What follows belongs to an exercise in optimizing a design on an open flow for small area and a short achievable clock period; a production flow would make more cautious choices.
Function was checked by simulation only, so behaviour that the tests miss may differ from the original.
No activity file was given, so power comes from the tool's default toggle rates.

==> 06-28 <==
// wallace_mul
module wallace_mul (
	input  logic                  clk,
	input  logic                  rst_n,
	input  logic                  in_valid,
	input  logic [31:0]           a,
	input  logic [31:0]           b,
	output logic [63:0]           product,
	output logic                  out_valid
);
clock: 3.5 ns
lec_check: 0
abc_area: 1
cap_margin: 20
core_margin: 2
core_utilization: 50
place_density: 0.7
setup_slack_margin: 1.1
slew_margin: 20
standard.sh (not shown) runs the stock make flow with config.mk's settings and CLKGATE_MAP_FILE= SYNTH_SCRIPT=/design/flow/synth_recipe.tcl, a recipe that flattens the netlist after the stock synthesis.
==> flow/flow/run.sh <==
#!/bin/bash
# Standard layout, with one netlist step between synthesis and floorplan:
# fapol.py removes the inverters Yosys leaves around its full-adder cells
# (a full adder is self-dual, so it can work on complemented nets instead),
# and the port buffers are buf_4 cells.
set -euo pipefail
# Port buffers: a plain buffer, not the delay cell buffer_ports picks by default
export BUFFER_PORTS_ARGS="-buffer_cell sky130_fd_sc_hd__buf_4"
W=$PWD
R=$W/orfs/results/$FLOW_PLATFORM/wallace_mul/base
bash standard.sh $R/1_2_yosys.v > $W/synth.log 2>&1
cp $R/1_2_yosys.v $W/1_2_yosys.std.v
python3 $W/flow/fapol.py $W/1_2_yosys.std.v $R/1_2_yosys.v > $W/fapol.log 2>&1
bash standard.sh > $W/layout.log 2>&1
Other scripts of this flow, unchanged in this note and not shown: flow/flow/fapol.py
==> 03-21: changes against 06-28 <==
--- a/flow/config.mk
+++ b/flow/config.mk
@@ -9,6 +9,5 @@
 export CAP_MARGIN = 20
 export CORE_MARGIN = 2
-export CORE_UTILIZATION = 50
-export PLACE_DENSITY = 0.7
+export CORE_UTILIZATION = 40
 export SETUP_SLACK_MARGIN = 1.1
 export SLEW_MARGIN = 20
==> 01-09: changes against 06-28 <==
==> flow/flow/run.sh (replaced) <==
#!/bin/bash
# Standard layout with three changes:
# - if flow/abc.script exists, synthesis maps with it instead of ORFS's ABC script
#   (a copy of ORFS's scripts folder with only that file replaced; ABC maps the
#   combinational logic only, so registers and their names are the standard ones);
# - between synthesis and floorplan, fapol.py removes the inverters Yosys leaves
#   around its full-adder cells (a full adder is self-dual, so it can work on
#   complemented nets instead);
# - the port buffers are a plain buffer cell (PORT_BUF), not the delay cell
#   buffer_ports picks by default.
set -euo pipefail
W=$PWD
PORT_BUF=$(cat $W/flow/port_buf.txt 2>/dev/null || echo sky130_fd_sc_hd__buf_4)
export BUFFER_PORTS_ARGS="-buffer_cell $PORT_BUF"
if [[ -f $W/flow/abc.script ]]; then
  rm -rf $W/scripts_local
  cp -r $FLOW_HOME/scripts $W/scripts_local
  cp $W/flow/abc.script $W/scripts_local/abc_speed.script
  cp $W/flow/abc.script $W/scripts_local/abc_area.script
  export SCRIPTS_DIR=$W/scripts_local
fi
R=$W/orfs/results/$FLOW_PLATFORM/wallace_mul/base
bash standard.sh $R/1_2_yosys.v > $W/synth.log 2>&1
cp $R/1_2_yosys.v $W/1_2_yosys.std.v
python3 $W/flow/fapol.py $W/1_2_yosys.std.v $R/1_2_yosys.v > $W/fapol.log 2>&1
bash standard.sh > $W/layout.log 2>&1
==> flow/flow/abc.script (new file) <==
strash
dch
map -B 0.5
topo
stime -c
buffer -c
upsize -c
dnsize -c
--- a/flow/config.mk
+++ b/flow/config.mk
@@ -6,9 +6,7 @@
 export NUM_CORES = 4
 export LEC_CHECK = 0
-export ABC_AREA = 1
 export CAP_MARGIN = 20
 export CORE_MARGIN = 2
-export CORE_UTILIZATION = 50
-export PLACE_DENSITY = 0.7
+export CORE_UTILIZATION = 40
 export SETUP_SLACK_MARGIN = 1.1
 export SLEW_MARGIN = 20
==> comparison table <==
quantity                                                          01-09         03-21         06-28
Result of the run                              timing/DRC/antenna clean  timing/DRC/antenna clean  timing/DRC/antenna clean
Final worst setup slack                                        1.085 ns      1.071 ns      1.078 ns
Source of the worst hold timing path                               a[5]         a[18]         a[13]
Syn_area_per_cell                                           10.06 sq um   9.609 sq um   9.609 sq um
Post-Layout Inst Area                                       44610 sq um   44170 sq um   43930 sq um
Final core occ                                                   0.4787        0.4719        0.5881
Layout Nets                                                        4515          4693          4709
Total Wirelength                                              131600 um     133200 um     127000 um
Detailed Route Iter0 Violations                                    3083          2921          3911
Portion of the layout cell area used by non-clock buffers       0.06429       0.05643       0.06104
Mapped Area                                                 37510 sq um   37890 sq um   37890 sq um
Power per Cell Area                                        1188 nW/um^2  1178 nW/um^2  1169 nW/um^2
Share of the final layout cell area in sequential cells          0.2717        0.2743        0.2757
Worst supply voltage drop on vdd                            0.0007109 V   0.0007455 V   0.0005786 V
Vias in the first global route                                    29305         29829         30450
Path length in cells of the critical path                             6             4             4
Timing endpoint of the critical path                              r1428         r1429         r1549
Area post-placement                                         40060 sq um   40400 sq um   40000 sq um
Global routing met1 resource utilization                         0.3555        0.3531        0.4044

-- separate check: timing with driven ports --
The results above use ideal ports. As a check the final layouts listed here were re-extracted and re-timed, cells and wires unchanged. Step 1: set_driving_cell puts a clkbuf_16 on clk and a buf_2 on each other input, an assumption about the parent block. Step 2 adds t to the input delays and takes it off the output delays; t is the mean of the earliest and latest rising clock arrival at the registers after step 1. Input paths then give back, and output paths get back, about the clock's delay inside the block. Slacks: ideal / step 1 / step 2; pairs: ideal / step 1.
run | t, ns | slack for setup (ns) | hold WS [ns] | worst setup path at the end | worst register clock-pin slew, ns
06-28 | 0.686 | 1.078 / 1.078 / 1.078 | 0.164 / 0.126 / 0.321 | register to register | 0.07 / 0.07
03-21 | 0.706 | 1.071 / 1.071 / 1.071 | 0.157 / 0.112 / 0.321 | register to register | 0.07 / 0.07
01-09 | 0.689 | 1.085 / 1.085 / 1.085 | 0.174 / 0.128 / 0.324 | register to register | 0.06 / 0.06
After both steps every run listed still meets setup and hold.
